This is an optimization exercise on Yosys and OpenROAD, whose aim is small area, not a production implementation. No activity file was given, so power comes from the tool's default toggle rates. The clock port is modelled as an ideal driver; clocking choices that lean on that would not hold on a real chip.

Setup of rev 12:
==> flow/design.v (excerpt) <==
module regfile_multiport
#(
  parameter int unsigned     XLEN      = regfile_pkg::XLEN_DEF,
  parameter int unsigned     NREGS     = regfile_pkg::NREGS_DEF,
  parameter int unsigned     NRD       = 2,
  parameter int unsigned     BYPASS    = 1,
  parameter logic [XLEN-1:0] RESET_VAL = '0,
  parameter int unsigned     AW        = $clog2(NREGS)
) (
  input  logic                clk,
  input  logic                rst,
  input  logic [NRD*AW-1:0]   rd_addr,
  output logic [NRD*XLEN-1:0] rd_data,
  output logic [NRD-1:0]      rd_busy,
  input  logic                wr_en,
  input  logic [AW-1:0]       wr_addr,
  input  logic [XLEN-1:0]     wr_data,
  input  logic                iss_en,
  input  logic [AW-1:0]       iss_addr,
  output logic [AW:0]         busy_cnt
);
  logic [XLEN-1:0]  regs_q [NREGS];
  logic [NREGS-1:1] valid_q;
  logic [NREGS-1:0] busy_q, busy_d;
  logic [NREGS-1:0] wdec, idec;
  logic             phase_q;
  logic [XLEN-1:0]  wdp;
  logic [XLEN-1:0]  regs_d [NREGS];
  always_comb begin
    for (int i = 0; i < NREGS; i++) begin
      wdec[i] = (i != regfile_pkg::ZERO_REG) && wr_en  && (wr_addr  == AW'(i));
      idec[i] = (i != regfile_pkg::ZERO_REG) && iss_en && (iss_addr == AW'(i));
    end
  end
  assign wdp = wr_data ^ {XLEN{phase_q}};
  for (genvar i = 1; i < NREGS; i++) begin : g_ent
  ...
Size: ~3600 cells after synthesis, roughly 1100 flip-flops.
Settings: LEC_CHECK=0, CAP_MARGIN=20, CORE_MARGIN=2, CORE_UTILIZATION=30, GPL_TIMING_DRIVEN=0, SETUP_SLACK_MARGIN=0.1, SLEW_MARGIN=20, SYNTH_HIERARCHICAL=1; clock period 6.0 ns.
standard.sh (not shown) runs the stock make flow with config.mk's settings and CLKGATE_MAP_FILE= SYNTH_SCRIPT=/design/flow/synth_recipe.tcl, a recipe that flattens the netlist after the stock synthesis.
==> flow/flow/run.sh <==
#!/bin/bash
# The standard layout (standard.sh: ORFS synthesis to finish, unchanged scripts), with a
# few ORFS settings passed through the environment:
#  - CTS without dummy load cells,
#  - a small plain buffer for the port buffers,
#  - ORFS's power recovery pass (downsizing of gates off the critical paths) after
#    global routing.
# make's full output goes to flow_make.log here; ORFS's per-step logs stay in orfs/logs/.
set -euo pipefail
export CTS_ARGS="-sink_clustering_enable -repair_clock_nets -dont_use_dummy_load"
export BUFFER_PORTS_ARGS="-buffer_cell sky130_fd_sc_hd__buf_2"
export RECOVER_POWER=100
bash standard.sh > flow_make.log 2>&1
Although it ran to completion, rev 12 produced a layout that fails the final checks because of max-capacitance violations, max-slew violations, negative setup slack.
Edits applied to the flow inputs when going from rev 12 to rev 13:
- a change of SETUP_SLACK_MARGIN from 0.1 to 0.0
- a deleted GPL_TIMING_DRIVEN that had been 0
==> flow/run.sh (new file) <==
#!/bin/bash
# synth_recipe.tcl (not shown) runs the flow's synth.tcl, then flattens the netlist and writes it again
# the make line also repeats each setting of config.mk as NAME=value (left out here)
make -C /OpenROAD-flow-scripts/flow DESIGN_CONFIG=/design/flow/config.mk WORK_HOME=/design/flow/orfs CLKGATE_MAP_FILE= SYNTH_SCRIPT=/design/flow/synth_recipe.tcl finish
removed: flow/flow/run.sh
removed: flow/standard.sh
## What came out
- Completing all stages was not enough for rev 13: its layout failed the final checks because of negative setup slack.
- Going from rev 12 to rev 13, part of the total power dissipated in combinational logic grows by 0.3 points.
- Taking rev 12 as the reference, in rev 13 setup slack of the critical path after layout saw an increase, worst-case setup slack after placement saw an increase, fraction of area in registers saw a decrease, area occupied by registers saw little to no change, insertion delay to the later sink of the worst-skew pair saw little to no change.
- Rev 13 against rev 12: global routing usage on met2 has decreased, total iterations of the first detailed-routing run has decreased, power share of the sequential group has decreased.
No run of this note included a check of the RTL's function; only the layout flow was run.

* * *

The RTL this note starts from:
==> flow/design.v <==
package regfile_pkg;
  localparam int unsigned XLEN_DEF  = 32;
  localparam int unsigned NREGS_DEF = 32;
  localparam int unsigned AW_DEF    = $clog2(NREGS_DEF);
  localparam int unsigned ZERO_REG = 0;
  typedef logic [AW_DEF-1:0]   reg_addr_t;
  typedef logic [XLEN_DEF-1:0] reg_data_t;
endpackage
module regfile_scoreboard
#(
  parameter int unsigned NREGS = regfile_pkg::NREGS_DEF,
  parameter int unsigned AW    = $clog2(NREGS)
) (
  input  logic [NREGS-1:0] idec,       
  input  logic [NREGS-1:0] wdec,       
  input  logic [NREGS-1:0] busy_q,
  output logic [NREGS-1:0] busy_d,
  output logic [AW:0]      busy_cnt
);
  logic [AW-1:0] cnt;
  assign busy_d = idec | (busy_q & ~wdec);
  regfile_popcnt #(.L(AW)) u_cnt (.x(busy_q[NREGS-1:1]), .y(cnt));
  assign busy_cnt = {1'b0, cnt};
endmodule
module regfile_popcnt
#(
  parameter int unsigned L = 5
) (
  input  logic [2**L-2:0] x,
  output logic [L-1:0]    y
);
  localparam int unsigned H = 2**(L-1) - 1;
  if (L == 2) begin : g_leaf
    regfile_fa u_fa (.a(x[0]), .b(x[1]), .c(x[2]), .s(y[0]), .co(y[1]));
  end else begin : g_node
    logic [L-2:0] lo, hi;
    logic [L-1:0] c;
    regfile_popcnt #(.L(L-1)) u_lo (.x(x[H-1:0]),   .y(lo));
    regfile_popcnt #(.L(L-1)) u_hi (.x(x[2*H-1:H]), .y(hi));
    assign c[0] = x[2*H];
    for (genvar i = 0; i < L-1; i++) begin : g_add
      regfile_fa u_fa (.a(lo[i]), .b(hi[i]), .c(c[i]), .s(y[i]), .co(c[i+1]));
    end
    assign y[L-1] = c[L-1];
  end
endmodule
module regfile_fa (
  input  logic a, b, c,
  output logic s, co
);
  assign s  = a ^ b ^ c;
  assign co = (a && b) || (a && c) || (b && c);
endmodule
module regfile_multiport
#(
  parameter int unsigned     XLEN      = regfile_pkg::XLEN_DEF,
  parameter int unsigned     NREGS     = regfile_pkg::NREGS_DEF,
  parameter int unsigned     NRD       = 2,
  parameter int unsigned     BYPASS    = 1,
  parameter logic [XLEN-1:0] RESET_VAL = '0,
  parameter int unsigned     AW        = $clog2(NREGS)
) (
  input  logic                clk,
  input  logic                rst,
  input  logic [NRD*AW-1:0]   rd_addr,
  output logic [NRD*XLEN-1:0] rd_data,
  output logic [NRD-1:0]      rd_busy,
  input  logic                wr_en,
  input  logic [AW-1:0]       wr_addr,
  input  logic [XLEN-1:0]     wr_data,
  input  logic                iss_en,
  input  logic [AW-1:0]       iss_addr,
  output logic [AW:0]         busy_cnt
);
  logic [XLEN-1:0]  regs_q [NREGS];
  logic [NREGS-1:1] valid_q;
  logic [NREGS-1:0] busy_q, busy_d;
  logic [NREGS-1:0] wdec, idec;
  logic             phase_q;
  logic [XLEN-1:0]  wdp;
  logic [XLEN-1:0]  regs_d [NREGS];
  always_comb begin
    for (int i = 0; i < NREGS; i++) begin
      wdec[i] = (i != regfile_pkg::ZERO_REG) && wr_en  && (wr_addr  == AW'(i));
      idec[i] = (i != regfile_pkg::ZERO_REG) && iss_en && (iss_addr == AW'(i));
    end
  end
  assign wdp = wr_data ^ {XLEN{phase_q}};
  for (genvar i = 1; i < NREGS; i++) begin : g_ent
    logic wen, wen_n;
    assign wen   = wdec[i];
    assign wen_n = !wdec[i];
    for (genvar b = 0; b < XLEN; b++) begin : g_bit
      regfile_oai22 u_nxt (
        .a0 (regs_q[i][b]), .a1 (wen),
        .b0 (wdp[b]),       .b1 (wen_n),
        .y  (regs_d[i][b])
      );
    end
  end
  always_ff @(posedge clk) begin
    for (int i = 1; i < NREGS; i++) begin
      regs_q[i] <= regs_d[i];
    end
  end
  always_ff @(posedge clk or posedge rst) begin
    if (rst) begin
      valid_q <= '0;
      busy_q  <= '0;
      phase_q <= 1'b0;
    end else begin
      phase_q <= !phase_q;
      valid_q <= valid_q | wdec[NREGS-1:1];
      busy_q  <= busy_d;
    end
  end
  regfile_scoreboard #(
    .NREGS (NREGS),
    .AW    (AW)
  ) u_scoreboard (
    .idec     (idec),
    .wdec     (wdec),
    .busy_q   (busy_q),
    .busy_d   (busy_d),
    .busy_cnt (busy_cnt)
  );
  for (genvar k = 0; k < NRD; k++) begin : g_rd
    logic [AW-1:0] addr;
    logic          is_zero;
    logic          byp;
    logic [31:0]   dsel;    
    logic          hit;     
    logic          flip;    
    logic [XLEN-1:0] y;
    assign addr    = rd_addr[k*AW +: AW];
    assign is_zero = (addr == AW'(regfile_pkg::ZERO_REG));
    assign byp     = (BYPASS != 0) && wr_en && (wr_addr == addr);
    always_comb begin
      for (int i = 1; i < NREGS; i++) begin
        dsel[i-1] = (addr == AW'(i)) && valid_q[i] && !((BYPASS != 0) && wdec[i]);
      end
      dsel[31] = !is_zero && byp;
    end
    assign hit  = |dsel;
    assign flip = hit && phase_q;
    for (genvar b = 0; b < XLEN; b++) begin : g_bit
      logic [31:0] col;
      for (genvar i = 1; i < NREGS; i++) begin : g_col
        assign col[i-1] = regs_q[i][b];
      end
      assign col[31] = wdp[b];
      regfile_aomux32 u_mux (.sel(dsel), .d(col), .y(y[b]));
      regfile_xor2 u_fix (.a(y[b]), .b(flip), .y(rd_data[k*XLEN + b]));
    end
    assign rd_busy[k] = busy_q[addr] && !byp;
  end
endmodule
module regfile_aomux32 (
  input  logic [31:0] sel,
  input  logic [31:0] d,
  output logic        y
);
  logic [9:0] t;
  logic [2:0] u;
  logic       p;
  for (genvar g = 0; g < 10; g++) begin : g_aoi
    regfile_aoi222 u_aoi (
      .a0 (sel[3*g]),   .b0 (d[3*g]),
      .a1 (sel[3*g+1]), .b1 (d[3*g+1]),
      .a2 (sel[3*g+2]), .b2 (d[3*g+2]),
      .y  (t[g])
    );
  end
  regfile_ao22 u_ao (.a0(sel[30]), .b0(d[30]), .a1(sel[31]), .b1(d[31]), .y(p));
  regfile_nand4 u_n0 (.a(t[0]), .b(t[1]), .c(t[2]), .d(t[3]), .y(u[0]));
  regfile_nand4 u_n1 (.a(t[4]), .b(t[5]), .c(t[6]), .d(t[7]), .y(u[1]));
  regfile_nand2 u_n2 (.a(t[8]), .b(t[9]),                     .y(u[2]));
  regfile_or4   u_o  (.a(u[0]), .b(u[1]), .c(u[2]), .d(p),    .y(y));
endmodule
module regfile_oai22 (
  input  logic a0, a1, b0, b1,
  output logic y
);
  assign y = !((a0 || a1) && (b0 || b1));
endmodule
module regfile_xor2 (
  input  logic a, b,
  output logic y
);
  assign y = a ^ b;
endmodule
module regfile_aoi222 (
  input  logic a0, b0, a1, b1, a2, b2,
  output logic y
);
  assign y = !((a0 && b0) || (a1 && b1) || (a2 && b2));
endmodule
module regfile_ao22 (
  input  logic a0, b0, a1, b1,
  output logic y
);
  assign y = (a0 && b0) || (a1 && b1);
endmodule
module regfile_nand4 (
  input  logic a, b, c, d,
  output logic y
);
  assign y = !(a && b && c && d);
endmodule
module regfile_nand2 (
  input  logic a, b,
  output logic y
);
  assign y = !(a && b);
endmodule
module regfile_or4 (
  input  logic a, b, c, d,
  output logic y
);
  assign y = a || b || c || d;
endmodule
Settings: LEC_CHECK=0, CAP_MARGIN=20, CORE_MARGIN=2, CORE_UTILIZATION=30, GPL_TIMING_DRIVEN=0, SETUP_SLACK_MARGIN=0.1, SLEW_MARGIN=20, SYNTH_HIERARCHICAL=1; clock period 6.0 ns.
==> flow/flow/run.sh <==
#!/bin/bash
# The standard layout (standard.sh: ORFS with unchanged scripts), run in two parts:
#  1. the standard synthesis, unchanged (standard.sh synth);
#  2. floorplan to finish, with a few ORFS settings passed through the environment:
#     - the large buffers and inverters added to the don't-use list (applied by
#       flow/dont_use.tcl at the start of each step), so that repair buffers long nets
#       with small buffers instead of 16x ones,
#     - a small plain buffer (buf_2) for the port buffers,
#     - CTS without dummy load cells, with clusters of up to 30 sinks and 100 um.
# Each part's full make output goes to a log file here; ORFS's per-step logs are in orfs/logs/.
set -euo pipefail
bash standard.sh synth > flow_synth.log 2>&1
export DONT_USE_CELLS="sky130_fd_sc_hd__buf_8 sky130_fd_sc_hd__buf_12 sky130_fd_sc_hd__buf_16 sky130_fd_sc_hd__bufbuf_8 sky130_fd_sc_hd__bufbuf_16 sky130_fd_sc_hd__bufinv_8 sky130_fd_sc_hd__bufinv_16 sky130_fd_sc_hd__inv_12 sky130_fd_sc_hd__inv_16 sky130_fd_sc_hd__clkdlybuf4s50_1 sky130_fd_sc_hd__clkdlybuf4s50_2 sky130_fd_sc_hd__clkdlybuf4s25_1 sky130_fd_sc_hd__clkdlybuf4s25_2 sky130_fd_sc_hd__clkdlybuf4s15_1 sky130_fd_sc_hd__clkdlybuf4s15_2 sky130_fd_sc_hd__clkdlybuf4s18_1 sky130_fd_sc_hd__clkdlybuf4s18_2"
HOOK="$PWD/flow/dont_use.tcl"
for step in FLOORPLAN GLOBAL_PLACE RESIZE DETAIL_PLACE REPAIR_TIMING_POST_PLACE CTS GLOBAL_ROUTE DETAIL_ROUTE; do
  export PRE_${step}_TCL="$HOOK"
done
export BUFFER_PORTS_ARGS="-buffer_cell sky130_fd_sc_hd__buf_2"
export CTS_ARGS="-sink_clustering_enable -repair_clock_nets -dont_use_dummy_load -sink_clustering_size 30 -sink_clustering_max_diameter 100"
bash standard.sh > flow_make.log 2>&1
==> flow/flow/dont_use.tcl <==
# Applied at the start of each OpenROAD step (ORFS's PRE_<step>_TCL hooks), before the
# resizer is first used, so that its buffer choices honour the don't-use list.
set_dont_use $::env(DONT_USE_CELLS)
The baseline reached the layout checks and failed them: negative setup slack.
Then changed:
==> flow/run.sh (new file) <==
#!/bin/bash
# synth_recipe.tcl (not shown) runs the flow's synth.tcl, then flattens the netlist and writes it again
# the make line also repeats each setting of config.mk as NAME=value (left out here)
make -C /OpenROAD-flow-scripts/flow DESIGN_CONFIG=/design/flow/config.mk WORK_HOME=/design/flow/orfs CLKGATE_MAP_FILE= SYNTH_SCRIPT=/design/flow/synth_recipe.tcl finish
SETUP_SLACK_MARGIN = 0.0   (was 0.1)
removed: flow/flow/run.sh
removed: flow/flow/dont_use.tcl
removed: flow/standard.sh
The new run finished with negative setup slack left.
Design area rose by a few percent.
Total power came out higher by about a fifth.
Hold slack loses 8.6 ps.
Cell count rose by a few percent.
Clock skew came out lower by 7.6 ps.
Maximum frequency went up slightly.
Core utilization increases by 2.6 points.
Routed wire length fell by a few percent.
Then changed:
==> flow/flow/run.sh (new file) <==
#!/bin/bash
# The standard layout (standard.sh: ORFS with unchanged scripts), run in two parts:
#  1. the standard synthesis, unchanged (standard.sh synth);
#  2. floorplan to finish, with a few ORFS settings passed through the environment:
#     - the large buffers and inverters made don't-use (by
#       flow/dont_use.tcl at the start of each step), so that repair buffers long nets
#       with small buffers instead of 16x ones,
#     - a small plain buffer (buf_2) for the port buffers,
#     - CTS without dummy load cells, with clusters of up to 30 sinks and 100 um.
# Each part's full make output goes to a log file here; ORFS's per-step logs are in orfs/logs/.
set -euo pipefail
bash standard.sh synth > flow_synth.log 2>&1
HOOK="$PWD/flow/dont_use.tcl"
for step in FLOORPLAN GLOBAL_PLACE RESIZE DETAIL_PLACE REPAIR_TIMING_POST_PLACE CTS GLOBAL_ROUTE DETAIL_ROUTE; do
  export PRE_${step}_TCL="$HOOK"
done
export BUFFER_PORTS_ARGS="-buffer_cell sky130_fd_sc_hd__buf_2"
export CTS_ARGS="-sink_clustering_enable -repair_clock_nets -dont_use_dummy_load -sink_clustering_size 30 -sink_clustering_max_diameter 100"
bash standard.sh > flow_make.log 2>&1
==> flow/flow/dont_use.tcl (new file) <==
# Applied at the start of each OpenROAD step (ORFS's PRE_<step>_TCL hooks), before the
# resizer is first used: large buffers and inverters and the delay cells are not used, so
# that repair buffers long nets with small buffers instead of 16x ones.
set_dont_use {sky130_fd_sc_hd__buf_8 sky130_fd_sc_hd__buf_12 sky130_fd_sc_hd__buf_16 sky130_fd_sc_hd__bufbuf_8 sky130_fd_sc_hd__bufbuf_16 sky130_fd_sc_hd__bufinv_8 sky130_fd_sc_hd__bufinv_16 sky130_fd_sc_hd__inv_12 sky130_fd_sc_hd__inv_16 sky130_fd_sc_hd__clkdlybuf4s50_1 sky130_fd_sc_hd__clkdlybuf4s50_2 sky130_fd_sc_hd__clkdlybuf4s25_1 sky130_fd_sc_hd__clkdlybuf4s25_2 sky130_fd_sc_hd__clkdlybuf4s15_1 sky130_fd_sc_hd__clkdlybuf4s15_2 sky130_fd_sc_hd__clkdlybuf4s18_1 sky130_fd_sc_hd__clkdlybuf4s18_2}
==> flow/standard.sh (new file) <==
#!/bin/bash
# synth_recipe.tcl (not shown) runs the flow's synth.tcl, then flattens the netlist and writes it again
# the make line also repeats each setting of config.mk as NAME=value (left out here)
make -C /OpenROAD-flow-scripts/flow DESIGN_CONFIG=/design/flow/config.mk WORK_HOME=/design/flow/orfs CLKGATE_MAP_FILE= SYNTH_SCRIPT=/design/flow/synth_recipe.tcl "${@:-finish}"
SETUP_SLACK_MARGIN = 0.1   (was 0.0)
removed: flow/run.sh
Result:
- The new run reached the layout checks and failed them: negative setup slack
- register-to-register slack gets worse by 50 ps
- final cell count goes down by 2.7%
- design area goes down by 10%
- synthesized area is unchanged
- total power goes down by about 18%
- via count goes down by 1.8%
- utilization goes down by 4.0 points
- hold slack gets better by 3.2 ps
No run of this note included a check of the RTL's function; only the layout flow was run.

## static timing again, ports no longer ideal
The flow's constraints put no driver on any port. The routed layouts listed below were extracted and timed again, unchanged, in two steps. Step 1 sets driving cells, clkbuf_16 on the clock port and buf_2 on the other inputs (assumed; they add their load-dependent delay and slew). Step 2, shift: input delay + t, output delay - t, t = (earliest + latest rising clock arrival at the registers) / 2. This alone moves slack from input paths to output paths. Three values: ideal ports, drivers, drivers and shift; two values: the first two.
| run | t (ns) | setup WS [ns] | worst setup path after step 2 | latest minus earliest clock arrival (ns) | worst register clock-pin slew, ns |
|---|---|---|---|---|---|
| rev 12 | 0.759 | -0.280 / -0.285 / -1.044 | input to register | 0.118 / 0.118 | 0.06 / 0.06 |
| rev 13 | 0.770 | -0.037 / -0.098 / -0.098 | input to output | 0.040 / 0.040 | 0.07 / 0.07 |
| the first run of note 2 | 0.719 | -0.101 / -0.181 / -0.181 | input to output | 0.064 / 0.064 | 0.12 / 0.12 |
| the second run of note 2 | 0.770 | -0.054 / -0.182 / -0.182 | input to output | 0.044 / 0.044 | 0.07 / 0.07 |
| the third run of note 2 | 0.724 | -0.068 / -0.150 / -0.150 | input to output | 0.065 / 0.064 | 0.12 / 0.12 |
For rev 12, which loses most, drivers alone change the setup slack by -0.005 ns; drivers and shift together by -0.764 ns.
